What follows belongs to an exercise in optimizing a design on an open flow for small area and a short achievable clock period; a production flow would make more cautious choices.
RTL that was checked went through simulation tests only; none was proved equivalent to the original.
Only the layout flow was run in run 7; the RTL was not checked for function there.

## flow/design.v (module list and top-level ports; edited modules follow where they fit)
// module xgmii_ctrl_decode: 15 lines
// module xgmii_rx_xor2: 7 lines
// module crc32_d64: 422 lines
// module xgmii_rx_beat: 14 lines
// module xgmii_rx_or2: 7 lines
// module xgmii_rx_or3: 8 lines
// module xgmii_rx_or4: 9 lines
// module xgmii_rx_nor4: 9 lines
// module xgmii_rx_nand4: 9 lines
// module xgmii_rx_xnor2: 7 lines
// module xgmii_rx_and2: 7 lines
// module xgmii_rx_nor3: 8 lines
// module xgmii_rx_check: 89 lines
// module xgmii2axis_rx: 120 lines
module xgmii2axis_rx (
    input  logic        clk,
    input  logic        inv_aresetn,
    input  logic [63:0] xgmii_d_i,
    input  logic [7:0]  xgmii_c_i,
    output logic [63:0] m_axis_tdata_o,
    output logic [7:0]  m_axis_tkeep_o,
    output logic        m_axis_tvalid_o,
    output logic        m_axis_tlast_o,
    output logic        m_axis_tuser_o,
    output logic [31:0] good_frames_o,
    output logic [31:0] bad_frames_o
);
  // ...
==> flow/flow/run.sh <==
#!/bin/bash
# The standard layout, with plain buffers (not delay cells) on the ports, and timing repair
# aimed at a 4.2 ns period (setup margin 10.8 ns on the 15 ns clock)
set -euo pipefail
bash standard.sh "BUFFER_PORTS_ARGS=-buffer_cell sky130_fd_sc_hd__buf_1" SETUP_SLACK_MARGIN=10.8 finish > layout.log 2>&1
==> flow/standard.sh <==
#!/bin/bash
# synth_recipe.tcl (not shown) runs the flow's synth.tcl, then flattens the netlist and writes it again
# the make line also repeats each setting of config.mk as NAME=value (left out here)
make -C /OpenROAD-flow-scripts/flow DESIGN_CONFIG=/design/flow/config.mk WORK_HOME=/design/flow/orfs CLKGATE_MAP_FILE= SYNTH_SCRIPT=/design/flow/synth_recipe.tcl "${@:-finish}"
==> flow/config.mk <==
export PLATFORM = sky130hd
export DESIGN_NAME = xgmii2axis_rx
export DESIGN_NICKNAME = xgmii2axis_rx
export VERILOG_FILES = /design/flow/design.v
export SDC_FILE = /design/flow/constraint.sdc
export NUM_CORES = 4
export LEC_CHECK = 0
export CAP_MARGIN = 20
export CORE_MARGIN = 2
export CORE_UTILIZATION = 40
export CTS_CLUSTER_DIAMETER = 90
export CTS_CLUSTER_SIZE = 24
export SLEW_MARGIN = 20
export SYNTH_HIERARCHICAL = 1
==> flow/constraint.sdc <==
create_clock -name core_clock -period 15.0 [get_ports {clk}]
set_input_delay 3.0000 -clock core_clock [delete_from_list [all_inputs] [get_ports {clk}]]
set_output_delay 3.0000 -clock core_clock [all_outputs]
set_load 0.01 [all_outputs]
==> qor.csv, run 1 <==
metric,value,unit
ys_seq_elements,255,
tightest_slew,0.891,ns
dieArea,0.0348,mm²
crit_required,12.00,ns
crit_family,flip-flops,
multi_input_area,0.00745,mm²
yosys_warnings,8,
holdPathStages,0,
num_tap_cells,442,
setup_violations,0,
grt.overflow.total,0,
maxSlewViolCount,0,
r2r_start,crc_q[11]$_SDFF_PP1_,
synth_top_family_by_area,XOR/XNOR gates,
slew-limit-headroom,40.4,%
die_w,187,µm
antenna_found_initial,2,
buffers,221,
cp.depth,1,
buf_share,5.75,%
synth_xor_area_share,32.3,%
synthMuxAreaShare,0.487,%
fin_area,0.0151,mm²
synth-compound-area-share,3.94,%
grt_pass1_vias,9596,
cts_buffers,15,
cp_num_buf_inv,1,
yosysTopAreaCellShare,31.3,%
clockBufferCount,22,
rows,66,
crit_start,good_q[10]$_SDFFE_PP0P_,
status,finished clean,
wl_met3,2500,µm
==> inputs of run 2 (changes only) <==
==> flow/flow/run.sh (replaced) <==
#!/bin/bash
# The standard layout, with plain buffers (not delay cells) on the ports, and timing repair
# aimed at a 4.08 ns period (setup margin 10.92 ns on the 15 ns clock)
set -euo pipefail
bash standard.sh "BUFFER_PORTS_ARGS=-buffer_cell sky130_fd_sc_hd__buf_1" SETUP_SLACK_MARGIN=10.92 finish > layout.log 2>&1
==> run 2 against run 1 <==
Effect of this change: register-to-register slack lost 0.20 ns; hold slack better by 0.017 ns; critical endpoint is now m_axis_tdata_o[54]; worst setup slack better by 0.072 ns; synthesized cell count did not move; non-clock buffer count is 6 higher; clock-buffer cell count stayed put; still clean on timing, DRC and antenna; fmax up 1.8%; area after synthesis unchanged.
==> qor.csv, run 2 <==
metric,value,unit,change
status,finished clean,,unchanged
slowest_delay,0.42,ns,was 0.45 ns
yosys_warnings,8,,unchanged
hold_buffers,0,,unchanged
synth_area,0.0133,mm²,unchanged
portBuffers,211,,unchanged
skew,0.0216,ns,about the same
netlist.top_cell.by_area,xor2_1,,unchanged
synth_ff_type,dfxtp_1,,unchanged
via_per_inst,5.18,,was 5.22
reg.largest.list,"held_q x64, tdata_q x64",,unchanged
setup-tns-final,0,ns,unchanged
grt_pass1_wl,61300,µm,was 61500 µm
insertion_delay,0.50,ns,about the same
place_congestion,1.02,,was 0.982
cap_violations,0,,unchanged
setup_violations,0,,unchanged
root_buffer,clkbuf_16,,unchanged
syn_to_final_growth,15.4,%,was 13.5%
yosys-top-cells-count,"xor2_1, dfxtp_1, nor2b_1",,unchanged
tightest_slew,1.10,ns,was 0.891 ns
drive_above_1_share,15.4,%,was 7.29%
cts.sinks,255,,unchanged
postSynthCellCount,1264,,unchanged
antenna_left,0,,unchanged
crit_family,flip-flops,,unchanged
period_share,27.0,%,was 27.5%
place_hpwl,32700,µm,was 32600 µm
cp.arrival,1.06,ns,was 1.13 ns
die_w,187,µm,unchanged
layout_commonest_cell,xor2_1,,unchanged
nets,1556,,was 1550
ys_seq_elements,255,,unchanged
wl_per_cell,21.6,µm,was 21.7 µm
hold_violations,0,,unchanged
yosysTopAreaCellShare,31.3,%,unchanged
reg2reg_slack,11.04,ns,was 11.24 ns
synth_most_common_cell,xor2_1,,unchanged
grt.overflow.total,0,,unchanged
first_pass_iters,5,,unchanged
cp_num_buf_inv,1,,unchanged
rows,66,,unchanged
ys_types,56,,unchanged
maxSlewViolCount,0,,unchanged
ctsLongestPathBuffers,3,,unchanged
dieArea,0.0348,mm²,unchanged
cts.clk_slew.worst_paths,0.09,ns,was 0.10 ns
hold_path_class,reg -> reg,,unchanged
synth_edf_count,64,,unchanged
antenna_found_initial,1,,was 2
dp_cells,1898,,was 1899
gr-usage-all-layers,23.2,%,about the same
drc,0,,unchanged
syn_area_per_cell,10.6,µm²,unchanged
end_kind,primary output,,unchanged
fmax,246,MHz,was 242 MHz
start_kind,register,,unchanged
drt_iter0_markers,706,,was 712
slew-limit-headroom,26.2,%,was 40.4%
cts_tree,done,,unchanged
holdWs,0.339,ns,was 0.322 ns
synth_area_leaders,"xor2_1, dfxtp_1, edfxtp_1",,unchanged
cts_buffers,15,,unchanged
die_h,187,µm,unchanged
synth_seq_area_share,43.0,%,unchanged
grt_setup_unrepaired,yes,,unchanged
final_cell_mix,"xor2_1, buf_1, dfxtp_1",,unchanged
syn-num-nets,1340,,unchanged
fin_crit,4.06,ns,was 4.13 ns
drt_wl_total,41700,µm,was 41800 µm
final_cells,1932,,was 1925
vias,10000,,was 10100
io_pins,213,,unchanged
crit_chain,buf_1,,unchanged
critPathMaxFanout,1,,was 5
core,0.0327,mm²,unchanged
fill_cells,3119,,was 3174
grt_pass1_vias,9480,,was 9596
grt_max_degree,75,,unchanged
critPathSlowestCell,edfxtp_1,,was dfxtp_1
path_class,reg -> out,,unchanged
start_util,40.8,%,unchanged
crit_required,12.00,ns,about the same
async_flop_share,0,%,unchanged
htree_levels,1,,unchanged
[run 2: cell counts after synthesis]
No cell type changed its count.
[run 2: routing by layer]
metal / vias up / GRT usage (%) / wire, µm
li1: 4777 / - / -
met1: 4807 / 33.0 / 19200
met2: 363 / 36.6 / 18800
met3: 58 / 3.23 / 2490
met4: 0 / 6.75 / 1210
met5: - / 0 / 0
[run 2: stage by stage]
step | instance area, µm² | utilization, % | setup WS, ns
final | 15400 | 47.1 | 10.94
after global routing | 15400 | 47.1 | 10.90
after CTS | 15200 | 46.6 | 10.87
after detailed placement | 14700 | 44.8 | 10.27
after global placement | 14700 | 44.8 | 10.34
after floorplan | 13400 | - | 10.86
[run 2: logic make-up (layout without fill, tap and decap cells)]
family	count (synthesis)	count (layout)	share of synthesized area, %
AOI/OAI and AO/OA	84	84	3.94
other	1	2	0.0281
xor gates and xnor gates	493	493	32.3
buffers and inverters	40	265	1.28
adders and majority gates	2	2	0.187
and+or+nand+nor	383	383	18.7
muxes	6	6	0.487
DFF	255	255	43.0
[run 2: final timing paths]
| path | start | cells after the start | to |
|---|---|---|---|
| worst max-delay path | tdata_q[54]$_DFFE_PP_ | 1 | m_axis_tdata_o[54] |
| worst min register to register | h_term_at_q[2]$_DFF_P_ | 0 | end_term_at_q[2]$_DFF_P_ |
| worst max register to register | crc_q[11]$_SDFF_PP1_ | 9 | crc_q[18]$_SDFF_PP1_ |
| worst min-delay path | h_term_at_q[2]$_DFF_P_ | 0 | end_term_at_q[2]$_DFF_P_ |
[run 2: Yosys stat by module (local to each module, per instance), a selection]
module	area, µm²	flip-flops and latches
xgmii_rx_nand4	6.26	0
xgmii_rx_xnor2	8.76	0
xgmii_rx_or2	6.26	0
xgmii_rx_and2	6.26	0
xgmii2axis_rx	8410	255
xgmii_rx_nor4	12.5	0
xgmii_rx_check	3.75	0
xgmii_rx_nor3	10.0	0
xgmii_rx_xor2	8.76	0
xgmii_rx_or4	7.51	0
xgmii_rx_beat	131	0
xgmii_ctrl_decode	308	0
xgmii_rx_or3	6.26	0
[run 2: repair_timing]
action / in CTS / in global routing
setup buffers: 0 / 7
gates resized for setup: 86 / 67
setup endpoints to repair: 60 / 62
[run 2: final cells by class]
type	count	area, µm²	area share [%]
clock inverters	4	45.0	0.292
well taps	442	553	3.59
repair buffers	227	998	6.48
diodes	1	2.50	0.0162
inverters	12	45.0	0.292
clock buffers	22	412	2.67
multi-input cells	969	7480	48.5
flip-flops and latches	255	5870	38.1
==> inputs of run 3 (changes only) <==
--- a/flow/config.mk
+++ b/flow/config.mk
@@ -9,6 +9,6 @@
 export CORE_MARGIN = 2
 export CORE_UTILIZATION = 40
-export CTS_CLUSTER_DIAMETER = 90
-export CTS_CLUSTER_SIZE = 24
+export CTS_CLUSTER_DIAMETER = 60
+export CTS_CLUSTER_SIZE = 18
 export SLEW_MARGIN = 20
 export SYNTH_HIERARCHICAL = 1
==> run 3 against run 2 <==
Effect of this change: largest cell class unchanged; utilization increased by 1.2 points; critical path depth unchanged; clock skew decreased by 0.00076 ns; area after synthesis unchanged; final cell count increased by 1.2%; global-route usage increased by 0.15 points; cell area increased by 2.6%.
==> qor.csv, run 3 <==
metric,value,unit,change
status,finished clean,,unchanged
worst_slack,10.91,ns,was 10.94 ns
grt_pass1_vias,9579,,was 9480
place_congestion,1.02,,unchanged
setup_violations,0,,unchanged
crit_chain,buf_1,,unchanged
yosys-top-cells-count,"xor2_1, dfxtp_1, nor2b_1",,unchanged
final_cell_mix,"xor2_1, dfxtp_1, buf_1",,"was xor2_1, buf_1, dfxtp_1"
layout_commonest_cell,xor2_1,,unchanged
first_pass_iters,5,,unchanged
synth_area_leaders,"xor2_1, dfxtp_1, edfxtp_1",,unchanged
tightest_slew,1.12,ns,was 1.10 ns
grt.overflow.total,0,,unchanged
end_kind,primary output,,unchanged
slowest_delay,0.41,ns,was 0.42 ns
cts.sinks,255,,unchanged
path_class,reg -> out,,unchanged
cts.clk_slew.worst_paths,0.07,ns,was 0.09 ns
cts_buffers,22,,was 15
antenna_found_initial,1,,unchanged
antenna_left,0,,unchanged
netlist.top_cell.by_area,xor2_1,,unchanged
core,0.0327,mm²,unchanged
die_w,187,µm,unchanged
synth_ff_type,dfxtp_1,,unchanged
drt_wl_total,42100,µm,was 41700 µm
insertion_delay,0.53,ns,was 0.50 ns
fin_crit,4.09,ns,was 4.06 ns
synth_seq_area_share,43.0,%,unchanged
syn_area_per_cell,10.6,µm²,unchanged
start_util,40.8,%,unchanged
cap_violations,0,,unchanged
fill_cells,3090,,was 3119
async_flop_share,0,%,unchanged
wl_per_cell,21.6,µm,about the same
critPathMaxFanout,1,,unchanged
hold_path_class,reg -> reg,,unchanged
synth_area,0.0133,mm²,unchanged
maxSlewViolCount,0,,unchanged
root_buffer,clkbuf_16,,unchanged
gr-usage-all-layers,23.3,%,was 23.2%
syn_to_final_growth,18.5,%,was 15.4%
start_kind,register,,unchanged
yosysTopAreaCellShare,31.3,%,unchanged
setup-tns-final,0,ns,unchanged
yosys_warnings,8,,unchanged
postSynthCellCount,1264,,unchanged
drc,0,,unchanged
via_per_inst,5.13,,was 5.18
ys_types,56,,unchanged
crit_required,12.00,ns,about the same
synth_edf_count,64,,unchanged
dp_slack,10.27,ns,unchanged
crit_family,flip-flops,,unchanged
hold_violations,0,,unchanged
syn-num-nets,1340,,unchanged
postLayoutCoreUtil,48.4,%,was 47.1%
ys_seq_elements,255,,unchanged
htree_levels,1,,unchanged
slew-limit-headroom,25.1,%,was 26.2%
critPathSlowestCell,edfxtp_1,,unchanged
final_cells,1955,,was 1932
synth_most_common_cell,xor2_1,,unchanged
dieArea,0.0348,mm²,unchanged
vias,10000,,about the same
rows,66,,unchanged
period_share,27.3,%,was 27.0%
skew,0.0208,ns,was 0.0216 ns
nets,1572,,was 1556
reg.largest.list,"held_q x64, tdata_q x64",,unchanged
ctsLongestPathBuffers,3,,unchanged
place_hpwl,32700,µm,unchanged
grt_setup_unrepaired,yes,,unchanged
drt_iter0_markers,763,,was 706
cts_tree,done,,unchanged
portBuffers,211,,unchanged
cp.arrival,1.09,ns,was 1.06 ns
dp_cells,1898,,unchanged
io_pins,213,,unchanged
drive_above_1_share,18.7,%,was 15.4%
grt_pass1_wl,61800,µm,was 61300 µm
grt_max_degree,75,,unchanged
fmax,244,MHz,was 246 MHz
die_h,187,µm,unchanged
cp_num_buf_inv,1,,unchanged
## run 3: metal layers
layer | up-vias | share of wire [%] | GRT usage (%)
li1 | 4815 | - | -
met2 | 345 | 45 | 36.6
met5 | - | 0 | 0
met1 | 4813 | 46 | 33.1
met4 | 0 | 2.8 | 7.11
met3 | 58 | 6.2 | 3.40
## run 3: cell type report
type / count / area (µm²) / share of cell area, %
Clock inverter: 11 / 101 / 0.641
Sequential cell: 255 / 5910 / 37.4
Inverter: 12 / 45.0 / 0.285
Antenna cell: 1 / 2.50 / 0.0158
Timing Repair Buffer: 236 / 1110 / 7.01
Multi-Input combinational cell: 969 / 7460 / 47.2
Clock buffer: 29 / 629 / 3.98
Tap cell: 442 / 553 / 3.50
## run 3: modules after synthesis, one instance, submodules excluded, a selection
module          cell area [µm²]  cells  flops+latches
xgmii_rx_nor4              12.5      1              0
xgmii_rx_or3               6.26      1              0
xgmii_rx_and2              6.26      1              0
xgmii_rx_or2               6.26      1              0
xgmii_rx_xnor2             8.76      1              0
xgmii2axis_rx              8410    685            255
## run 3: what timing repair did
item	4_1_cts	5_1_grt
hold buffers	0	0
setup buffers	1	15
gates resized for setup	138	56
cloned	0	0
setup endpoints to repair	82	77
## run 3: worst reg2reg max path: stages (launching register included)
cell and delay [ns]:
dfxtp_1 0.43, xor2_1 0.62, xor2_1 0.51, xor2_1 0.70, xor2_1 0.36, xor2_1 0.31
xor2_1 0.21, xor2_1 0.29, xor2_1 0.12, or2_2 0.30
## run 3: cells by family (layout without fill, tap and decap cells)
family                     after synthesis  after routing  share of synthesized area [%]
AOI/OAI and AO/OA                       84             84                           3.94
xor gates and xnor gates               493            493                           32.3
adders and majority gates                2              2                          0.187
buffers and inverters                   40            288                           1.28
DFF                                    255            255                           43.0
muxes                                    6              6                          0.487
other                                    1              2                         0.0281
and+or+nand+nor                        383            383                           18.7
## run 3: final timing paths
| check | startpoint | endpoint | slack [ns] | cells after the start |
|---|---|---|---|---|
| hold / removal | h_term_at_q[1]$_DFF_P_ | end_term_at_q[1]$_DFF_P_ | 0.33 | 0 |
| setup / recovery | tdata_q[32]$_DFFE_PP_ | m_axis_tdata_o[32] | 10.91 | 1 |
| hold reg to reg | h_term_at_q[1]$_DFF_P_ | end_term_at_q[1]$_DFF_P_ | 0.33 | 0 |
| setup reg to reg | held_q[19]$_DFF_P_ | crc_q[3]$_SDFF_PP1_ | 11.03 | 9 |
## run 3: per-stage QoR
step	cell area (µm²)	hold slack, ns
2_1_floorplan	13400	0.310
3_3_place_gp	14700	0.311
3_5_place_dp	14700	0.317
4_1_cts	15600	0.332
5_1_grt	15800	0.345
6_report	15800	0.333
==> inputs of run 4 (changes only) <==
--- a/flow/config.mk
+++ b/flow/config.mk
@@ -9,6 +9,7 @@
 export CORE_MARGIN = 2
 export CORE_UTILIZATION = 40
-export CTS_CLUSTER_DIAMETER = 60
-export CTS_CLUSTER_SIZE = 18
+export CTS_CLUSTER_DIAMETER = 120
+export CTS_CLUSTER_SIZE = 30
+export GPL_TIMING_DRIVEN = 0
 export SLEW_MARGIN = 20
 export SYNTH_HIERARCHICAL = 1
==> run 4 against run 3 <==
Effect of this change: critical path type is now in -> reg; area after synthesis did not move; clock-buffer cell count fell by 11; die area did not move; still clean.
==> qor.csv, run 4 <==
metric,value,unit,change
drive_above_1_share,15.6,%,was 18.7%
place_hpwl,32900,µm,was 32700 µm
portBuffers,211,,unchanged
start_util,40.8,%,unchanged
reg2reg_slack,11.18,ns,was 11.03 ns
synth_area_leaders,"xor2_1, dfxtp_1, edfxtp_1",,unchanged
layout_commonest_cell,xor2_1,,unchanged
yosysTopAreaCellShare,31.3,%,unchanged
hold_violations,0,,unchanged
crit_chain,"clkbuf_4, or4_4, or3b_4, nor3_4",,was buf_1
cts.sinks,255,,unchanged
skew,0.0245,ns,was 0.0208 ns
crit_family,simple AND/OR/NAND/NOR gates,,was flip-flops
ctsLongestPathBuffers,3,,unchanged
placedInstanceArea,0.0147,mm²,about the same
crit_end,h_term_at_q[7]$_DFF_P_,,was m_axis_tdata_o[32]
yosys_warnings,8,,unchanged
r2r-end,good_q[31]$_SDFFE_PP0P_,,was crc_q[3]$_SDFF_PP1_
root_buffer,clkbuf_16,,unchanged
cts.clk_slew.worst_paths,0.12,ns,was 0.07 ns
critPathSlowestCell,or4_4,,was edfxtp_1
hold_path_class,reg -> reg,,unchanged
core,0.0327,mm²,unchanged
reg.largest.list,"held_q x64, tdata_q x64",,unchanged
final_cells,1946,,was 1955
n_antenna_cell,0,,was 1
critPathMaxFanout,15,,was 1
path_class,in -> reg,,was reg -> out
drc,0,,unchanged
dieArea,0.0348,mm²,unchanged
cts_tree,done,,unchanged
fill_cells,3118,,was 3090
place_congestion,1.00,,was 1.02
synth_area,0.0133,mm²,unchanged
r2r_start,end_term_at_q[2]$_DFF_P_,,was held_q[19]$_DFF_P_
fmax,245,MHz,was 244 MHz
rows,66,,unchanged
holdWs,0.335,ns,was 0.333 ns
grt.overflow.total,0,,unchanged
synth_ff_type,dfxtp_1,,unchanged
maxSlewViolCount,0,,unchanged
crit_start,xgmii_c_i[1],,was tdata_q[32]$_DFFE_PP_
cts_buffers,12,,was 22
start_kind,input port,,was register
end_kind,register,,was primary output
grt_pass1_wl,60700,µm,was 61800 µm
yosys-top-cells-count,"xor2_1, dfxtp_1, nor2b_1",,unchanged
crit_required,15.41,ns,was 12.00 ns
slew-limit-headroom,32.1,%,was 25.1%
period_share,27.2,%,was 27.3%
antenna_left,0,,unchanged
postSynthCellCount,1264,,unchanged
netlist.top_cell.by_area,xor2_1,,unchanged
reg2reg_depth,10,,was 9
drt_iter0_markers,593,,was 763
final_cell_mix,"xor2_1, buf_1, dfxtp_1",,"was xor2_1, dfxtp_1, buf_1"
gr-usage-all-layers,22.9,%,was 23.3%
first_pass_iters,5,,unchanged
syn-num-nets,1340,,unchanged
fin_area,0.0155,mm²,was 0.0158 mm²
cp_num_buf_inv,1,,unchanged
grt_pass1_vias,9609,,was 9579
tightest_slew,1.02,ns,was 1.12 ns
antenna_found_initial,0,,was 1
synth_seq_area_share,43.0,%,unchanged
dp_cells,1918,,was 1898
status,finished clean,,unchanged
grt_setup_unrepaired,yes,,unchanged
htree_levels,1,,unchanged
cap_violations,0,,unchanged
wl_per_cell,21.1,µm,was 21.6 µm
synth_edf_count,64,,unchanged
synth_most_common_cell,xor2_1,,unchanged
die_h,187,µm,unchanged
cp.arrival,4.49,ns,was 1.09 ns
slowest_delay,0.61,ns,was 0.41 ns
via_per_inst,5.17,,was 5.13
setup-tns-final,0,ns,unchanged
insertion_delay,0.50,ns,was 0.53 ns
io_pins,213,,unchanged
syn_area_per_cell,10.6,µm²,unchanged
grt_max_degree,36,,was 75
postLayoutCoreUtil,47.4,%,was 48.4%
syn_to_final_growth,16.2,%,was 18.5%
ys_types,56,,unchanged
drt_wl_total,41100,µm,was 42100 µm
setup_violations,0,,unchanged
vias,10100,,was 10000
ys_seq_elements,255,,unchanged
cp.depth,4,,was 1
async_flop_share,0,%,unchanged
die_w,187,µm,unchanged
nets,1574,,was 1572
fin_crit,4.08,ns,was 4.09 ns
[run 4: cell counts after synthesis]
Identical to the previous run, type by type.
[run 4: how the worst min path moves through the flow]
stage,to,cells past startpoint,startpoint,slack (ns)
after floorplan,end_term_at_q[0]$_DFF_P_,0,h_term_at_q[0]$_DFF_P_,0.31
after global placement,end_term_at_q[3]$_DFF_P_,0,h_term_at_q[3]$_DFF_P_,0.31
after detailed placement,end_term_at_q[3]$_DFF_P_,0,h_term_at_q[3]$_DFF_P_,0.31
after CTS,end_term_at_q[3]$_DFF_P_,0,h_term_at_q[3]$_DFF_P_,0.34
after global routing,end_term_at_q[3]$_DFF_P_,0,h_term_at_q[3]$_DFF_P_,0.35
final,end_term_at_q[3]$_DFF_P_,0,h_term_at_q[3]$_DFF_P_,0.34
[run 4: per-module statistics from Yosys, one instance, submodules excluded, excerpt]
module / flip-flops and latches / cell area (µm²) / times used
xgmii2axis_rx: 255 / 8410 / 1
xgmii_ctrl_decode: 0 / 308 / 1
xgmii_rx_nor3: 0 / 10.0 / 1
xgmii_rx_xnor2: 0 / 8.76 / 11
xgmii_rx_beat: 0 / 131 / 1
xgmii_rx_nand4: 0 / 6.26 / 2
xgmii_rx_or3: 0 / 6.26 / 16
xgmii_rx_or2: 0 / 6.26 / 5
xgmii_rx_xor2: 0 / 8.76 / 462
xgmii_rx_check: 0 / 3.75 / 1
xgmii_rx_or4: 0 / 7.51 / 9
xgmii_rx_and2: 0 / 6.26 / 1
[run 4: cells by family (layout without fill, tap and decap cells)]
| family | count (synthesis) | count (layout) | share of synthesized area [%] |
|---|---|---|---|
| xor+xnor | 493 | 493 | 32.3 |
| simple gates | 383 | 383 | 18.7 |
| flops | 255 | 255 | 43.0 |
| compound gates | 84 | 84 | 3.94 |
| buf+inv | 40 | 280 | 1.28 |
| mux | 6 | 6 | 0.487 |
| fa+ha+maj | 2 | 2 | 0.187 |
| other cells | 1 | 1 | 0.0281 |
[run 4: cell type report]
class	instances	area, µm²	share of cell area [%]
clock inverters	2	33.8	0.218
multi-input cells	969	7540	48.6
repair buffers	220	975	6.29
well taps	442	553	3.57
inverters	12	45.0	0.291
plain buffers	28	133	0.855
flip-flops and latches	255	5890	38.0
clock buffers	18	344	2.22
[run 4: metrics by stage]
step	setup WS, ns
after floorplan	10.86
after global placement	10.06
after detailed placement	10.05
after CTS	10.87
after global routing	10.89
final	10.92
[run 4: routing by layer]
metal | GRT usage [%] | wire, µm | vias to the layer above | part of all wire (%)
li1 | - | - | 4818 | -
met1 | 32.6 | 19200 | 4797 | 47
met2 | 35.0 | 17700 | 377 | 43
met3 | 3.67 | 2600 | 72 | 6.3
met4 | 8.18 | 1560 | 0 | 3.8
met5 | 0 | 0 | - | 0
[run 4: repair_timing]
action,in CTS,in global routing
endpoints found under the hold margin,0,0
setup endpoints to repair,92,108
resized for setup,105,81
setup buffers,1,7
pin swaps,1,2
hold buffers,0,0
[run 4: worst reg2reg max path, stage by stage (launching register included)]
cell	delay [ns]
dfxtp_1	0.48
or4_1	0.60
xor2_1	0.19
nor4_2	0.26
nand4_1	0.27
nor3_4	0.37
and4_1	0.24
clkbuf_1	0.26
nand3_1	0.38
or4_1	0.57
a21oi_1	0.15
==> inputs of run 5 (changes only) <==
--- a/flow/config.mk
+++ b/flow/config.mk
@@ -11,5 +11,4 @@
 export CTS_CLUSTER_DIAMETER = 120
 export CTS_CLUSTER_SIZE = 30
-export GPL_TIMING_DRIVEN = 0
 export SLEW_MARGIN = 20
 export SYNTH_HIERARCHICAL = 1
==> run 5 against run 4 <==
Effect of this change: area after synthesis unchanged; clock-buffer cell count did not move; wire length is 1.1% higher; non-clock buffer count decreased by 27.
==> qor.csv, run 5 <==
metric,value,unit,change
fin_area,0.0153,mm²,was 0.0155 mm²
setup-tns-final,0,ns,unchanged
place_hpwl,32700,µm,was 32900 µm
synth_area_leaders,"xor2_1, dfxtp_1, edfxtp_1",,unchanged
dieArea,0.0348,mm²,unchanged
crit_chain,buf_1,,"was clkbuf_4, or4_4, or3b_4, nor3_4"
maxSlewViolCount,0,,unchanged
fin_crit,4.06,ns,was 4.08 ns
ys_types,56,,unchanged
yosysTopAreaCellShare,31.3,%,unchanged
drt_wl_total,41600,µm,was 41100 µm
hold_violations,0,,unchanged
synth_seq_area_share,43.0,%,unchanged
vias,9960,,was 10100
cts.clk_slew.worst_paths,0.11,ns,was 0.12 ns
setup_violations,0,,unchanged
period_share,27.1,%,was 27.2%
crit_required,12.00,ns,was 15.41 ns
synth_most_common_cell,xor2_1,,unchanged
crit_family,flip-flops,,was simple AND/OR/NAND/NOR gates
r2r_start,held_q[11]$_DFF_P_,,was end_term_at_q[2]$_DFF_P_
fmax,246,MHz,was 245 MHz
place_congestion,1.02,,was 1.00
synth_area,0.0133,mm²,unchanged
via_per_inst,5.19,,was 5.17
status,finished clean,,unchanged
ys_seq_elements,255,,unchanged
start_kind,register,,was input port
cp.depth,1,,was 4
grt_setup_unrepaired,yes,,unchanged
syn_area_per_cell,10.6,µm²,unchanged
die_h,187,µm,unchanged
end_kind,primary output,,was register
antenna_found_initial,1,,was 0
slew-limit-headroom,27.6,%,was 32.1%
postSynthCellCount,1264,,unchanged
cp_num_buf_inv,1,,unchanged
synth_ff_type,dfxtp_1,,unchanged
cts.sinks,255,,unchanged
drive_above_1_share,14.1,%,was 15.6%
critPathSlowestCell,edfxtp_1,,was or4_4
grt_pass1_vias,9414,,was 9609
gr-usage-all-layers,23.1,%,was 22.9%
root_buffer,clkbuf_16,,unchanged
postLayoutCoreUtil,46.6,%,was 47.4%
synth_edf_count,64,,unchanged
async_flop_share,0,%,unchanged
io_pins,213,,unchanged
drc,0,,unchanged
worst_slack,10.94,ns,was 10.92 ns
grt_pass1_wl,61100,µm,was 60700 µm
slowest_delay,0.42,ns,was 0.61 ns
hold_buffers,0,,unchanged
hold_path_class,reg -> reg,,unchanged
portBuffers,211,,unchanged
die_w,187,µm,unchanged
antenna_left,0,,unchanged
grt_max_degree,75,,was 36
reg.largest.list,"held_q x64, tdata_q x64",,unchanged
crit_end,m_axis_tdata_o[32],,was h_term_at_q[7]$_DFF_P_
nets,1547,,was 1574
syn_to_final_growth,14.3,%,was 16.2%
wl_per_cell,21.7,µm,was 21.1 µm
layout_commonest_cell,xor2_1,,unchanged
syn-num-nets,1340,,unchanged
dp_slack,10.27,ns,was 10.05 ns
crit_start,tdata_q[32]$_DFFE_PP_,,was xgmii_c_i[1]
first_pass_iters,5,,unchanged
tightest_slew,1.08,ns,was 1.02 ns
placedInstanceArea,0.0147,mm²,about the same
rows,66,,unchanged
core,0.0327,mm²,unchanged
yosys_warnings,8,,unchanged
cts_tree,done,,unchanged
critPathMaxFanout,1,,was 15
holdWs,0.342,ns,was 0.335 ns
cp.arrival,1.06,ns,was 4.49 ns
start_util,40.8,%,unchanged
reg2reg_depth,9,,was 10
skew,0.0213,ns,was 0.0245 ns
final_cell_mix,"xor2_1, buf_1, dfxtp_1",,unchanged
grt.overflow.total,0,,unchanged
yosys-top-cells-count,"xor2_1, dfxtp_1, nor2b_1",,unchanged
r2r-end,crc_q[18]$_SDFF_PP1_,,was good_q[31]$_SDFFE_PP0P_
reg2reg_slack,11.03,ns,was 11.18 ns
cap_violations,0,,unchanged
cts_buffers,12,,unchanged
drt_iter0_markers,689,,was 593
insertion_delay,0.49,ns,was 0.50 ns
netlist.top_cell.by_area,xor2_1,,unchanged
ctsLongestPathBuffers,3,,unchanged
htree_levels,1,,unchanged
path_class,reg -> out,,was in -> reg
[run 5: cell type report]
class                           count  area, µm²
Antenna cell                        1       2.50
Fill cell                        3140      17400
Clock buffer                       18        345
Clock inverter                      2       20.0
Sequential cell                   255       5870
Inverter                           12       45.0
Multi-Input combinational cell    969       7480
Tap cell                          442        553
Timing Repair Buffer              221        940
[run 5: how the worst min path moves through the flow]
stage	from	end	slack, ns	cells past startpoint
3_3_place_gp	h_term_at_q[1]$_DFF_P_	end_term_at_q[1]$_DFF_P_	0.31	0
6_report	h_term_at_q[4]$_DFF_P_	end_term_at_q[4]$_DFF_P_	0.34	0
2_1_floorplan	h_term_at_q[0]$_DFF_P_	end_term_at_q[0]$_DFF_P_	0.31	0
5_1_grt	h_term_at_q[2]$_DFF_P_	end_term_at_q[2]$_DFF_P_	0.35	0
4_1_cts	h_term_at_q[4]$_DFF_P_	end_term_at_q[4]$_DFF_P_	0.34	0
3_5_place_dp	h_term_at_q[2]$_DFF_P_	end_term_at_q[2]$_DFF_P_	0.32	0
[run 5: routing by layer]
layer | up-vias | wire length [µm] | global-route usage (%)
li1 | 4759 | - | -
met1 | 4834 | 19400 | 33.1
met2 | 319 | 18800 | 36.4
met3 | 48 | 2250 | 3.18
met4 | 0 | 1090 | 6.20
met5 | - | 0 | 0
[run 5: cell families after synthesis]
kind of cell	count (synthesis)	share of synthesized area, %
compound gates	84	3.94
xor+xnor	493	32.3
flops	255	43.0
buf+inv	40	1.28
mux	6	0.487
other cells	1	0.0281
fa+ha+maj	2	0.187
simple gates	383	18.7
[run 5: Yosys stat by module (local to each module, per instance), a selection]
module / times used / area (µm²)
xgmii_ctrl_decode: 1 / 308
xgmii_rx_nor4: 10 / 12.5
xgmii_rx_xnor2: 11 / 8.76
xgmii_rx_or4: 9 / 7.51
xgmii_rx_and2: 1 / 6.26
xgmii_rx_or2: 5 / 6.26
[run 5: repair_timing]
| item | in CTS | in global routing |
|---|---|---|
| gates cloned | 0 | 0 |
| gates resized for setup | 76 | 64 |
| buffers inserted | 0 | 1 |
| endpoints found under the setup margin | 60 | 62 |
| endpoints found under the hold margin | 0 | 0 |
[run 5: stage by stage]
step                cells
finish               1920
global route         1920
CTS                  1918
detailed placement   1898
global placement     1898
floorplan            1264
==> inputs of run 6 (changes only) <==
--- a/flow/config.mk
+++ b/flow/config.mk
@@ -6,9 +6,9 @@
 export NUM_CORES = 4
 export LEC_CHECK = 0
-export CAP_MARGIN = 20
+export CAP_MARGIN = 5
 export CORE_MARGIN = 2
 export CORE_UTILIZATION = 40
 export CTS_CLUSTER_DIAMETER = 120
 export CTS_CLUSTER_SIZE = 30
-export SLEW_MARGIN = 20
+export SLEW_MARGIN = 5
 export SYNTH_HIERARCHICAL = 1
==> run 6 against run 5 <==
Effect of this change: still clean; clock skew is the same; cell area is the same; clock-buffer cell count is the same; via count is the same; critical path depth is the same; wire length is the same; critical path type unchanged; critical endpoint unchanged.
==> qor.csv, run 6 <==
metric,value,unit,change
status,finished clean,,unchanged
grt_pass1_vias,9414,,unchanged
first_pass_iters,5,,unchanged
holdPathStages,0,,unchanged
htree_levels,1,,unchanged
drive_above_1_share,14.1,%,unchanged
skew,0.0213,ns,unchanged
maxSlewViolCount,0,,unchanged
reg2reg_slack,11.03,ns,about the same
antenna_left,0,,unchanged
yosysTopAreaCellShare,31.3,%,unchanged
min_to,end_term_at_q[4]$_DFF_P_,,unchanged
synthMuxAreaShare,0.487,%,unchanged
cp_num_buf_inv,1,,unchanged
gr-usage-all-layers,23.1,%,unchanged
hold_path_class,reg -> reg,,unchanged
cts.sinks,255,,unchanged
crit_required,12.00,ns,about the same
place_hpwl,32700,µm,unchanged
start_util,40.8,%,unchanged
drc,0,,unchanged
postSynthCellCount,1264,,unchanged
synth_ff_type,dfxtp_1,,unchanged
synth_area_leaders,"xor2_1, dfxtp_1, edfxtp_1",,unchanged
via_per_inst,5.19,,unchanged
nets,1547,,unchanged
die_w,187,µm,unchanged
fmax,246,MHz,unchanged
synth_area,0.0133,mm²,unchanged
insertion_delay,0.49,ns,about the same
async_flop_share,0,%,unchanged
cts.clk_slew.worst_paths,0.11,ns,about the same
setup-tns-final,0,ns,unchanged
ctsLongestPathBuffers,3,,unchanged
crit_start,tdata_q[32]$_DFFE_PP_,,unchanged
yosys_warnings,8,,unchanged
crit_family,flip-flops,,unchanged
portBuffers,211,,unchanged
hold_buffers,0,,unchanged
core,0.0327,mm²,unchanged
syn_area_per_cell,10.6,µm²,unchanged
fill_cells,3140,,unchanged
synthAdderAreaFrac,0.187,%,unchanged
drt_wl_total,41600,µm,unchanged
cts_tree,done,,unchanged
setup_violations,0,,unchanged
worstHoldStart,h_term_at_q[4]$_DFF_P_,,unchanged
yosys-top-cells-count,"xor2_1, dfxtp_1, nor2b_1",,unchanged
cts_buffers,12,,unchanged
r2r_start,held_q[11]$_DFF_P_,,unchanged
slowest_delay,0.42,ns,about the same
tightest_slew,1.08,ns,unchanged
ys_seq_elements,255,,unchanged
root_buffer,clkbuf_16,,unchanged
netlist.top_cell.by_area,xor2_1,,unchanged
holdWs,0.342,ns,unchanged
antenna_found_initial,1,,unchanged
fin_crit,4.06,ns,unchanged
reg2reg_depth,9,,unchanged
synth_seq_area_share,43.0,%,unchanged
place_congestion,1.02,,unchanged
final_cell_mix,"xor2_1, buf_1, dfxtp_1",,unchanged
syn_to_final_growth,14.3,%,unchanged
critPathMaxFanout,1,,unchanged
vias,9960,,unchanged
io_pins,213,,unchanged
drt_iter0_markers,689,,unchanged
wl_per_cell,21.7,µm,unchanged
r2r-end,crc_q[18]$_SDFF_PP1_,,unchanged
period_share,27.1,%,unchanged
dieArea,0.0348,mm²,unchanged
critPathSlowestCell,edfxtp_1,,unchanged
grt_max_degree,75,,unchanged
start_kind,register,,unchanged
crit_chain,buf_1,,unchanged
hold_violations,0,,unchanged
die_h,187,µm,unchanged
ys_types,56,,unchanged
end_kind,primary output,,unchanged
grt_setup_unrepaired,yes,,unchanged
rows,66,,unchanged
slew-limit-headroom,27.6,%,unchanged
grt.overflow.total,0,,unchanged
synth_most_common_cell,xor2_1,,unchanged
synth_top_family_by_area,XOR/XNOR gates,,unchanged
cp.arrival,1.06,ns,about the same
synth_edf_count,64,,unchanged
syn-num-nets,1340,,unchanged
synth-compound-area-share,3.94,%,unchanged
cap_violations,0,,unchanged
path_class,reg -> out,,unchanged
layout_commonest_cell,xor2_1,,unchanged
synthSimpleGateAreaFrac,18.7,%,unchanged
reg.largest.list,"held_q x64, tdata_q x64",,unchanged
synth_xor_area_share,32.3,%,unchanged
grt_pass1_wl,61100,µm,unchanged
run 6: cell counts after synthesis:
Identical to the previous run, type by type.
run 6: layout make-up:
type / instances / area, µm² / share of cell area (%)
Clock buffer: 18 / 345 / 2.26
Clock inverter: 2 / 20.0 / 0.131
Timing Repair Buffer: 221 / 940 / 6.16
Multi-Input combinational cell: 969 / 7480 / 49.0
Inverter: 12 / 45.0 / 0.295
Antenna cell: 1 / 2.50 / 0.0164
Tap cell: 442 / 553 / 3.63
Sequential cell: 255 / 5870 / 38.5
run 6: what timing repair did:
item,in CTS,in global routing
buffers inserted,0,1
endpoints found under the setup margin,60,62
resized for setup,76,64
run 6: per-stage QoR:
stage                     area (µm²)  utilization (%)  cells  setup WS [ns]
after floorplan                13400                -   1264          10.86
after global placement         14700             44.8   1898          10.34
after detailed placement       14700             44.8   1898          10.27
after CTS                      15100             46.3   1918          10.88
after global routing           15300             46.6   1920          10.89
final                          15300             46.6   1920          10.94
run 6: cell families (layout without fill, tap and decap cells):
family / count (synthesis) / in the layout
adders and majority gates: 2 / 2
other: 1 / 2
xor gates and xnor gates: 493 / 493
AOI/OAI and AO/OA: 84 / 84
DFF: 255 / 255
and+or+nand+nor: 383 / 383
buffers and inverters: 40 / 253
muxes: 6 / 6
run 6: worst max path at each step:
| stage | depth (start not counted) | end |
|---|---|---|
| 4_1_cts | 1 | bad_frames_o[2] |
| 3_5_place_dp | 6 | tvalid_q$_SDFF_PP0_ |
| 2_1_floorplan | 3 | h_term_at_q[7]$_DFF_P_ |
| 6_report | 1 | m_axis_tdata_o[32] |
| 3_3_place_gp | 6 | tvalid_q$_SDFF_PP0_ |
| 5_1_grt | 5 | h_start0_q$_SDFF_PP0_ |
run 6: layer usage:
metal | part of all wire [%] | vias to the layer above | track usage (%)
met5 | 0 | - | 0
met4 | 2.6 | 0 | 6.20
met3 | 5.4 | 48 | 3.18
met2 | 45 | 319 | 36.4
met1 | 47 | 4834 | 33.1
li1 | - | 4759 | -
run 6: Yosys stat by module (local to each module, per instance), a selection:
module | flops+latches | times used
xgmii2axis_rx | 255 | 1
xgmii_rx_nand4 | 0 | 2
xgmii_rx_check | 0 | 1
xgmii_rx_xnor2 | 0 | 11
xgmii_rx_or4 | 0 | 9
xgmii_rx_or3 | 0 | 16
xgmii_rx_xor2 | 0 | 462
xgmii_rx_nor3 | 0 | 1
xgmii_rx_beat | 0 | 1
xgmii_rx_or2 | 0 | 5
xgmii_rx_and2 | 0 | 1
xgmii_ctrl_decode | 0 | 1
xgmii_rx_nor4 | 0 | 10
==> module xgmii2axis_rx, before the edit <==
module xgmii2axis_rx (
    input  logic        clk,
    input  logic        inv_aresetn,
    input  logic [63:0] xgmii_d_i,
    input  logic [7:0]  xgmii_c_i,
    output logic [63:0] m_axis_tdata_o,
    output logic [7:0]  m_axis_tkeep_o,
    output logic        m_axis_tvalid_o,
    output logic        m_axis_tlast_o,
    output logic        m_axis_tuser_o,
    output logic [31:0] good_frames_o,
    output logic [31:0] bad_frames_o
);
    function automatic logic [7:0] last_keep(input logic [2:0] lane);
        case (lane)
            3'd0: last_keep = 8'h0F;
            3'd1: last_keep = 8'h1F;
            3'd2: last_keep = 8'h3F;
            3'd3: last_keep = 8'h7F;
            3'd4: last_keep = 8'hFF;
            3'd5: last_keep = 8'h01;
            3'd6: last_keep = 8'h03;
            default: last_keep = 8'h07;
        endcase
    endfunction
    logic        x_start, x_data, x_beat;
    logic [7:0]  x_term_at;
    logic [63:0] held_q;
    logic        h_start0_q, h_data_q, h_start;
    logic [7:0]  h_term_at_q;
    logic        first_q, data_q;
    logic        h_frame, h_tail, h_end;
    logic [31:0] crc_q;
    logic [31:0] crc_next;
    logic        crc_ok;
    logic [7:0]  end_keep;
    logic        end_q;
    logic [7:0]  end_term_at_q;
    logic [63:0] tdata_q;
    logic [7:0]  tkeep_q;
    logic        tvalid_q, tlast_q, tuser_q;
    logic [31:0] good_q, bad_q;
    logic [63:0] ctrl_mask;
    always_comb begin
        ctrl_mask[7:0] = 8'h00;
        for (int l = 1; l < 8; l++) ctrl_mask[8*l +: 8] = {8{xgmii_c_i[l-1]}};
    end
    assign h_start = h_start0_q && (held_q[63:16] == 48'hD55555555555);
    assign h_frame = (first_q || data_q) && h_data_q;
    assign h_tail  = data_q && |h_term_at_q[7:5];
    assign h_end   = data_q && !h_data_q;
    xgmii_ctrl_decode u_decode (
        .xgmii_d_i   (xgmii_d_i),
        .xgmii_c_i   (xgmii_c_i),
        .start_lane0_o (x_start),
        .data_o      (x_data),
        .term_at_o   (x_term_at)
    );
    xgmii_rx_beat u_beat (
        .xgmii_d_i (xgmii_d_i[63:40]),
        .xgmii_c_i (xgmii_c_i),
        .frame_i   (h_frame),
        .end_i     (end_q),
        .beat_o    (x_beat)
    );
    crc32_d64 u_crc (
        .crc_i  (crc_q),
        .data_i (held_q),
        .crc_o  (crc_next)
    );
    xgmii_rx_check u_check (
        .crc_i     (crc_q),
        .term_at_i (end_term_at_q),
        .ok_o      (crc_ok)
    );
    always_comb begin
        end_keep = 8'hFF;
        for (int l = 0; l < 8; l++) begin
            if (end_term_at_q[l]) end_keep = last_keep(3'(l));
        end
    end
    always_ff @(posedge clk) begin
        held_q        <= xgmii_d_i & ~ctrl_mask;
        h_term_at_q   <= x_term_at;
        crc_q         <= (h_start && !data_q) ? xgmii_rx_pkg::CRC_PRESET : crc_next;
        if (h_frame || h_tail) tdata_q <= held_q;
        end_term_at_q <= h_term_at_q;
        tkeep_q       <= end_q ? end_keep : 8'hFF;
        tlast_q       <= end_q;
        tuser_q       <= end_q && crc_ok;
        if (inv_aresetn) begin
            h_start0_q <= 1'b0;
            h_data_q  <= 1'b0;
            first_q   <= 1'b0;
            data_q    <= 1'b0;
            end_q     <= 1'b0;
            tvalid_q  <= 1'b0;
            good_q    <= '0;
            bad_q     <= '0;
        end else begin
            h_start0_q <= x_start;
            h_data_q  <= x_data;
            first_q   <= h_start && !data_q;
            data_q    <= h_frame;
            end_q     <= h_end;
            tvalid_q  <= x_beat;
            if (end_q) begin
                if (crc_ok) good_q <= good_q + 1'b1;
                else bad_q <= bad_q + 1'b1;
            end
        end
    end
    assign m_axis_tdata_o  = tdata_q;
    assign m_axis_tkeep_o  = tkeep_q;
    assign m_axis_tvalid_o = tvalid_q;
    assign m_axis_tlast_o  = tlast_q;
    assign m_axis_tuser_o  = tuser_q;
    assign good_frames_o   = good_q;
    assign bad_frames_o    = bad_q;
endmodule
==> inputs of run 7 (changes only) <==
--- a/flow/design.v
+++ b/flow/design.v
@@ -653,5 +653,4 @@
     logic [7:0]  end_keep;
     logic        end_q;
-    logic [7:0]  end_term_at_q;
     logic [63:0] tdata_q;
     logic [7:0]  tkeep_q;
@@ -688,5 +687,5 @@
     xgmii_rx_check u_check (
         .crc_i     (crc_q),
-        .term_at_i (end_term_at_q),
+        .term_at_i (h_term_at_q),
         .ok_o      (crc_ok)
     );
@@ -694,13 +693,12 @@
         end_keep = 8'hFF;
         for (int l = 0; l < 8; l++) begin
-            if (end_term_at_q[l]) end_keep = last_keep(3'(l));
+            if (h_term_at_q[l]) end_keep = last_keep(3'(l));
         end
     end
     always_ff @(posedge clk) begin
         held_q        <= xgmii_d_i & ~ctrl_mask;
-        h_term_at_q   <= x_term_at;
+        if (!h_end) h_term_at_q <= x_term_at;
         crc_q         <= (h_start && !data_q) ? xgmii_rx_pkg::CRC_PRESET : crc_next;
         if (h_frame || h_tail) tdata_q <= held_q;
-        end_term_at_q <= h_term_at_q;
         tkeep_q       <= end_q ? end_keep : 8'hFF;
         tlast_q       <= end_q;
--- a/flow/config.mk
+++ b/flow/config.mk
@@ -6,9 +6,9 @@
 export NUM_CORES = 4
 export LEC_CHECK = 0
-export CAP_MARGIN = 5
+export CAP_MARGIN = 20
 export CORE_MARGIN = 2
 export CORE_UTILIZATION = 40
 export CTS_CLUSTER_DIAMETER = 120
 export CTS_CLUSTER_SIZE = 30
-export SLEW_MARGIN = 5
+export SLEW_MARGIN = 20
 export SYNTH_HIERARCHICAL = 1
==> run 7 against run 6 <==
Effect of this change: first-iteration DRC count decreased by 4.1%; register-to-register slack about the same; sequential cell count is 8 lower; sequential share of layout area shrank 1.2 points; clock-buffer cell count stayed put; still clean; final cell count grew 2.3%.
==> qor.csv, run 7 <==
metric,value,unit,change
status,finished clean,,unchanged
drt-met1-wl,19500,µm,was 19400 µm
cts.sinks,247,,was 255
wl_met3,2280,µm,was 2250 µm
path_class,in -> reg,,was reg -> out
fin_crit,4.07,ns,was 4.06 ns
slew-limit-headroom,25.2,%,was 27.6%
grt_setup_unrepaired,yes,,unchanged
drt_iter0_markers,661,,was 689
yosys_warnings,8,,unchanged
drt_wl_total,43900,µm,was 41600 µm
setup-tns-final,0,ns,unchanged
worst_slack,10.93,ns,was 10.94 ns
core,0.0327,mm²,unchanged
multi_input_area,0.00752,mm²,was 0.00748 mm²
die_h,187,µm,about the same
regArea,0.00584,mm²,was 0.00587 mm²
io_pins,213,,unchanged
portBuffers,211,,unchanged
yosysTopAreaCellShare,30.8,%,was 31.3%
setup_violations,0,,unchanged
hold_buffers,0,,unchanged
postSynthCellCount,1271,,was 1264
dieArea,0.0348,mm²,about the same
period_share,27.1,%,about the same
met2_length,20800,µm,was 18800 µm
maxSlewViolCount,0,,unchanged
layout_commonest_cell,xor2_1,,unchanged
synth_seq_area_share,42.5,%,was 43.0%
reg.largest.list,"held_q x64, tdata_q x64",,unchanged
place_congestion,1.02,,about the same
syn-num-nets,1347,,was 1340
start_kind,input port,,was register
cap_violations,0,,unchanged
die_w,187,µm,about the same
cts_tree,done,,unchanged
fmax,246,MHz,about the same
synth_ff_type,dfxtp_1,,unchanged
place_hpwl,34300,µm,was 32700 µm
ys_seq_elements,247,,was 255
grt_pass1_wl,64400,µm,was 61100 µm
gr-usage-all-layers,24.5,%,was 23.1%
fill_cells,3189,,was 3140
tightest_slew,1.12,ns,was 1.08 ns
antenna_found_initial,0,,was 1
synth_edf_count,72,,was 64
synth_area_leaders,"xor2_1, dfxtp_1, edfxtp_1",,unchanged
vias,10200,,was 9960
via_per_inst,5.18,,was 5.19
final_cell_mix,"xor2_1, buf_1, dfxtp_1",,unchanged
cp.arrival,4.40,ns,was 1.06 ns
grt_max_degree,78,,was 75
hold_path_class,reg -> reg,,unchanged
hold_violations,0,,unchanged
end_kind,register,,was primary output
first_pass_iters,5,,unchanged
synth_area,0.0133,mm²,about the same
cts.clk_slew.worst_paths,0.11,ns,about the same
ctsLongestPathBuffers,3,,unchanged
grt_pass1_vias,9859,,was 9414
cts_buffers,12,,unchanged
insertion_delay,0.51,ns,was 0.49 ns
crit_required,15.33,ns,was 12.00 ns
drive_above_1_share,16.5,%,was 14.1%
drc,0,,unchanged
antenna_left,0,,unchanged
start_util,40.8,%,about the same
syn_area_per_cell,10.5,µm²,was 10.6 µm²
nets,1593,,was 1547
wl_per_cell,22.3,µm,was 21.7 µm
dp_slack,10.27,ns,about the same
ys_types,58,,was 56
synth_most_common_cell,xor2_1,,unchanged
async_flop_share,0,%,unchanged
root_buffer,clkbuf_16,,unchanged
yosys-top-cells-count,"xor2_1, dfxtp_1, edfxtp_1",,"was xor2_1, dfxtp_1, nor2b_1"
n_antenna_cell,0,,was 1
critPathMaxFanout,15,,was 1
netlist.top_cell.by_area,xor2_1,,unchanged
rows,66,,unchanged
skew,0.0280,ns,was 0.0213 ns
grt.overflow.total,0,,unchanged
syn_to_final_growth,17.6,%,was 14.3%
top_layer,met4,,unchanged
htree_levels,1,,unchanged
## run 7: logic make-up after synthesis
| logic type | count (synthesis) | share of synthesized area, % |
|---|---|---|
| xor+xnor | 496 | 32.6 |
| compound gates | 71 | 3.17 |
| buf+inv | 43 | 1.47 |
| fa+ha+maj | 2 | 0.188 |
| simple gates | 402 | 19.3 |
| flops | 247 | 42.5 |
| other cells | 1 | 0.0281 |
| mux | 9 | 0.742 |
## run 7: worst max-delay path, stage by stage
cell and delay, ns:
buf_2 0.20, or4_4 0.61, or3b_4 0.42, nor4_2 0.15
## run 7: Yosys stat by module (local to each module, per instance), a selection
module             cells  area (µm²)
xgmii_rx_or4           1        7.51
xgmii_rx_nor3          1        10.0
xgmii_rx_or3           1        6.26
xgmii_rx_or2           1        6.26
xgmii_ctrl_decode     44         308
xgmii_rx_check         1        3.75
xgmii_rx_and2          1        6.26
xgmii_rx_nor4          1        12.5
## run 7: cell type report
class,count,share of cell area (%)
timing repair buffer,260,8.48
clock inverter,2,0.208
inverter,15,0.359
multi-input combinational,981,48.0
tap,442,3.53
clock buffer,18,2.20
sequential,247,37.3
## run 7: layer usage
layer	vias to the layer above	global-route usage, %
met1	4962	32.9
met2	301	41.2
met5	-	0
met3	51	3.44
li1	4858	-
met4	0	6.65
## run 7: stage by stage
stage / instances / hold WS, ns / instance area [µm²] / util, %
global placement: 1911 / 0.439 / 14700 / 44.9
finish: 1965 / 0.463 / 15700 / 47.9
detailed placement: 1912 / 0.439 / 14700 / 45.0
CTS: 1933 / 0.466 / 15300 / 46.7
floorplan: 1271 / 0.375 / 13300 / -
global route: 1965 / 0.482 / 15700 / 47.9
## run 7: timing repair
action,CTS,global route
resized for setup,109,83
setup buffers,1,31
hold endpoints to repair,0,0
endpoints found under the setup margin,77,88
pin swaps,0,2
## run 7: path summary, 6_finish.rpt
check,from,slack [ns],cells after the start,endpoint
worst max register to register,h_term_at_q[7]$_DFFE_PN_,11.04,9,good_q[22]$_SDFFE_PP0P_
worst min register to register,held_q[9]$_DFF_P_,0.46,0,tdata_q[9]$_DFFE_PP_
worst min-delay path,held_q[9]$_DFF_P_,0.46,0,tdata_q[9]$_DFFE_PP_
worst max-delay path,xgmii_c_i[1],10.93,4,h_term_at_q[5]$_DFFE_PN_
==> inputs of run 8 (changes only) <==
--- a/flow/design.v
+++ b/flow/design.v
@@ -653,4 +653,5 @@
     logic [7:0]  end_keep;
     logic        end_q;
+    logic [7:0]  end_term_at_q;
     logic [63:0] tdata_q;
     logic [7:0]  tkeep_q;
@@ -687,5 +688,5 @@
     xgmii_rx_check u_check (
         .crc_i     (crc_q),
-        .term_at_i (h_term_at_q),
+        .term_at_i (end_term_at_q),
         .ok_o      (crc_ok)
     );
@@ -693,12 +694,13 @@
         end_keep = 8'hFF;
         for (int l = 0; l < 8; l++) begin
-            if (h_term_at_q[l]) end_keep = last_keep(3'(l));
+            if (end_term_at_q[l]) end_keep = last_keep(3'(l));
         end
     end
     always_ff @(posedge clk) begin
         held_q        <= xgmii_d_i & ~ctrl_mask;
-        if (!h_end) h_term_at_q <= x_term_at;
+        h_term_at_q   <= x_term_at;
         crc_q         <= (h_start && !data_q) ? xgmii_rx_pkg::CRC_PRESET : crc_next;
         if (h_frame || h_tail) tdata_q <= held_q;
+        end_term_at_q <= h_term_at_q;
         tkeep_q       <= end_q ? end_keep : 8'hFF;
         tlast_q       <= end_q;
==> flow/flow/run.sh (replaced) <==
#!/bin/bash
# The standard layout, with plain buffers (not delay cells) on the ports, and timing repair
# aimed at a 4.03 ns period (setup margin 10.97 ns on the 15 ns clock)
set -euo pipefail
bash standard.sh "BUFFER_PORTS_ARGS=-buffer_cell sky130_fd_sc_hd__buf_1" SETUP_SLACK_MARGIN=10.97 finish > layout.log 2>&1
==> run 8 against run 7 <==
Effect of this change: cell area rose by 1.4%; worst setup slack improved by 0.0016 ns; clock skew fell by 0.0050 ns; sequential cell count rose by 8; clock-buffer cell count did not move; critical path type is now reg -> out.
==> qor.csv, run 8 <==
metric,value,unit,change
status,finished clean,,unchanged
portBuffers,211,,unchanged
skew,0.0230,ns,was 0.0280 ns
ctsLongestPathBuffers,3,,unchanged
fill_cells,3083,,was 3189
drive_above_1_share,21.6,%,was 16.5%
synth_ff_type,dfxtp_1,,unchanged
setup_violations,0,,unchanged
dp_cells,1898,,was 1912
grt.overflow.total,0,,unchanged
cts_tree,done,,unchanged
maxSlewViolCount,0,,unchanged
synth_edf_count,64,,was 72
antenna_found_initial,1,,was 0
first_pass_iters,5,,unchanged
critPathSlowestCell,edfxtp_1,,was or4_4
ys_seq_elements,255,,was 247
fmax,246,MHz,about the same
path_class,reg -> out,,was in -> reg
end_kind,primary output,,was register
hold_path_class,reg -> reg,,unchanged
crit_chain,buf_1,,"was buf_2, or4_4, or3b_4, nor4_2"
yosysTopAreaCellShare,31.3,%,was 30.8%
drt_wl_total,42800,µm,was 43900 µm
die_h,187,µm,about the same
final_cells,1972,,was 1965
place_hpwl,32700,µm,was 34300 µm
core,0.0327,mm²,unchanged
root_buffer,clkbuf_16,,unchanged
nets,1599,,was 1593
period_share,27.1,%,about the same
drc,0,,unchanged
crit_family,flip-flops,,was simple AND/OR/NAND/NOR gates
start_util,40.8,%,about the same
synth_area_leaders,"xor2_1, dfxtp_1, edfxtp_1",,unchanged
slowest_delay,0.42,ns,was 0.61 ns
via_per_inst,5.21,,was 5.18
setup-tns-final,0,ns,unchanged
cap_violations,0,,unchanged
vias,10300,,was 10200
syn_to_final_growth,19.0,%,was 17.6%
start_kind,register,,was input port
rows,66,,unchanged
gr-usage-all-layers,23.4,%,was 24.5%
netlist.top_cell.by_area,xor2_1,,unchanged
yosys_warnings,8,,unchanged
htree_levels,1,,unchanged
syn-num-nets,1340,,was 1347
cts.clk_slew.worst_paths,0.12,ns,was 0.11 ns
cp.arrival,1.06,ns,was 4.40 ns
cts_buffers,12,,unchanged
slew-limit-headroom,27.9,%,was 25.2%
die_w,187,µm,about the same
grt_max_degree,75,,was 78
layout_commonest_cell,xor2_1,,unchanged
critPathMaxFanout,1,,was 15
hold_buffers,0,,unchanged
drt_iter0_markers,733,,was 661
postSynthCellCount,1264,,was 1271
grt_pass1_wl,62100,µm,was 64400 µm
cp_num_buf_inv,1,,unchanged
crit_required,12.00,ns,was 15.33 ns
antenna_left,0,,unchanged
insertion_delay,0.49,ns,was 0.51 ns
synth_area,0.0133,mm²,about the same
final_cell_mix,"xor2_1, dfxtp_1, buf_1",,"was xor2_1, buf_1, dfxtp_1"
cts.sinks,255,,was 247
fin_crit,4.06,ns,was 4.07 ns
grt_setup_unrepaired,yes,,unchanged
wl_per_cell,21.7,µm,was 22.3 µm
synth_seq_area_share,43.0,%,was 42.5%
reg.largest.list,"held_q x64, tdata_q x64",,unchanged
grt_pass1_vias,9649,,was 9859
hold_violations,0,,unchanged
yosys-top-cells-count,"xor2_1, dfxtp_1, nor2b_1",,"was xor2_1, dfxtp_1, edfxtp_1"
synth_most_common_cell,xor2_1,,unchanged
dieArea,0.0348,mm²,about the same
ys_types,56,,was 58
tightest_slew,1.08,ns,was 1.12 ns
async_flop_share,0,%,unchanged
place_congestion,1.02,,about the same
io_pins,213,,unchanged
syn_area_per_cell,10.6,µm²,was 10.5 µm²
-- run 8: cell count changes after synthesis, moves of 7 or more --
cell      previous run  this run
or2_1               24         5
or2_2               16        34
dfxtp_1            175       191
o31ai_1             19        31
xnor2_1             27        16
nor3_1              21        11
or3_1               33        23
edfxtp_1            72        64
o21ai_1              8         0
xor2_1             469       477
mux2_1               7         0
nor2_1              42        35
or4_1               38        45
-- run 8: modules after synthesis (local to each module, per instance), a selection --
| module | copies in the design | area, µm² | flip-flops and latches |
|---|---|---|---|
| xgmii2axis_rx | 1 | 8410 | 255 |
| xgmii_ctrl_decode | 1 | 308 | 0 |
| xgmii_rx_and2 | 1 | 6.26 | 0 |
| xgmii_rx_beat | 1 | 131 | 0 |
| xgmii_rx_nand4 | 2 | 6.26 | 0 |
| xgmii_rx_nor3 | 1 | 10.0 | 0 |
| xgmii_rx_or2 | 5 | 6.26 | 0 |
| xgmii_rx_or3 | 16 | 6.26 | 0 |
| xgmii_rx_xor2 | 462 | 8.76 | 0 |
-- run 8: path summary, 6_finish.rpt --
path                                             start                        to  slack (ns)  cells after the start
worst min register to register  h_term_at_q[2]$_DFF_P_  end_term_at_q[2]$_DFF_P_        0.34                      0
worst max register to register      held_q[19]$_DFF_P_       crc_q[3]$_SDFF_PP1_       11.04                      9
worst min-delay path            h_term_at_q[2]$_DFF_P_  end_term_at_q[2]$_DFF_P_        0.34                      0
worst max-delay path             tdata_q[32]$_DFFE_PP_        m_axis_tdata_o[32]       10.94                      1
-- run 8: repair_timing --
item | CTS | global route
resized for setup | 179 | 71
setup endpoints to repair | 106 | 101
setup buffers | 27 | 26
pin swaps | 0 | 2
-- run 8: worst reg2reg max path: cells and delay by family, from the launching register on --
family,cells,cell delay [ns]
flip-flops,1,0.46
AND/OR/NAND/NOR,1,0.30
XOR/XNOR,8,3.10
-- run 8: area by class of cell --
| class | instances | area, µm² | area share [%] |
|---|---|---|---|
| Tap cell | 442 | 553 | 3.48 |
| Clock inverter | 2 | 20.0 | 0.126 |
| Antenna cell | 1 | 2.50 | 0.0157 |
| Sequential cell | 255 | 5910 | 37.2 |
| Timing Repair Buffer | 273 | 1520 | 9.58 |
| Clock buffer | 18 | 345 | 2.17 |
| Inverter | 12 | 45.0 | 0.283 |
| Multi-Input combinational cell | 969 | 7490 | 47.2 |
-- run 8: logic make-up after synthesis --
group / count (synthesis) / synth area share, %
other: 1 / 0.0281
adder cells (fa/ha/maj): 2 / 0.187
AO/OA/AOI/OAI: 84 / 3.94
flip-flops: 255 / 43.0
XOR/XNOR: 493 / 32.3
multiplexers: 6 / 0.487
AND/OR/NAND/NOR: 383 / 18.7
buffers and inverters: 40 / 1.28
-- run 8: per-layer routing --
metal / up-vias / wire (µm) / track usage (%)
met4: 0 / 1130 / 6.38
met3: 49 / 2240 / 3.18
met2: 342 / 19600 / 37.4
li1: 4855 / - / -
met1: 5036 / 19900 / 33.1
met5: - / 0 / 0
-- run 8: metrics by stage --
step	util, %	instance area (µm²)	setup WS [ns]	hold WS [ns]
finish	48.6	15900	10.94	0.341
global route	48.6	15900	10.91	0.354
CTS	47.4	15500	10.88	0.344
detailed placement	44.8	14700	10.27	0.317
global placement	44.8	14700	10.34	0.311
floorplan	-	13400	10.86	0.310

[separate check: timing with driven ports]
The results above use ideal ports. As a check the final layouts listed here were re-extracted and re-timed, cells and wires unchanged.
Step 1 sets driving cells, clkbuf_16 on the clock port and buf_2 on the other inputs (assumed; they add their load-dependent delay and slew).
Step 2 adds t to the input delays and takes it off the output delays; t is the mean of the earliest and latest rising clock arrival at the registers after step 1. Input paths then give back, and output paths get back, about the clock's delay inside the block.
a / b / c = ideal / step 1 / step 2; a / b = the first two.
run | t (ns) | setup slack, ns | clock arrival spread, ns | pins driven straight from the clock port
run 1 | 0.538 | 10.871 / 10.821 / 10.344 | 0.022 / 0.022 | 1
run 2 | 0.546 | 10.943 / 10.890 / 10.454 | 0.022 / 0.022 | 1
run 3 | 0.573 | 10.909 / 10.857 / 10.422 | 0.021 / 0.021 | 1
run 4 | 0.532 | 10.924 / 10.880 / 10.420 | 0.026 / 0.026 | 1
run 5 | 0.530 | 10.939 / 10.888 / 10.457 | 0.023 / 0.023 | 1
run 6 | 0.530 | 10.939 / 10.888 / 10.457 | 0.023 / 0.023 | 1
run 7 | 0.546 | 10.933 / 10.897 / 10.423 | 0.028 / 0.028 | 1
run 8 | 0.532 | 10.935 / 10.883 / 10.479 | 0.025 / 0.025 | 1
After both steps every run listed still meets setup and hold. The setup slack of run 1, which loses most, moves by -0.050 ns with the drivers and by -0.527 ns with both steps.
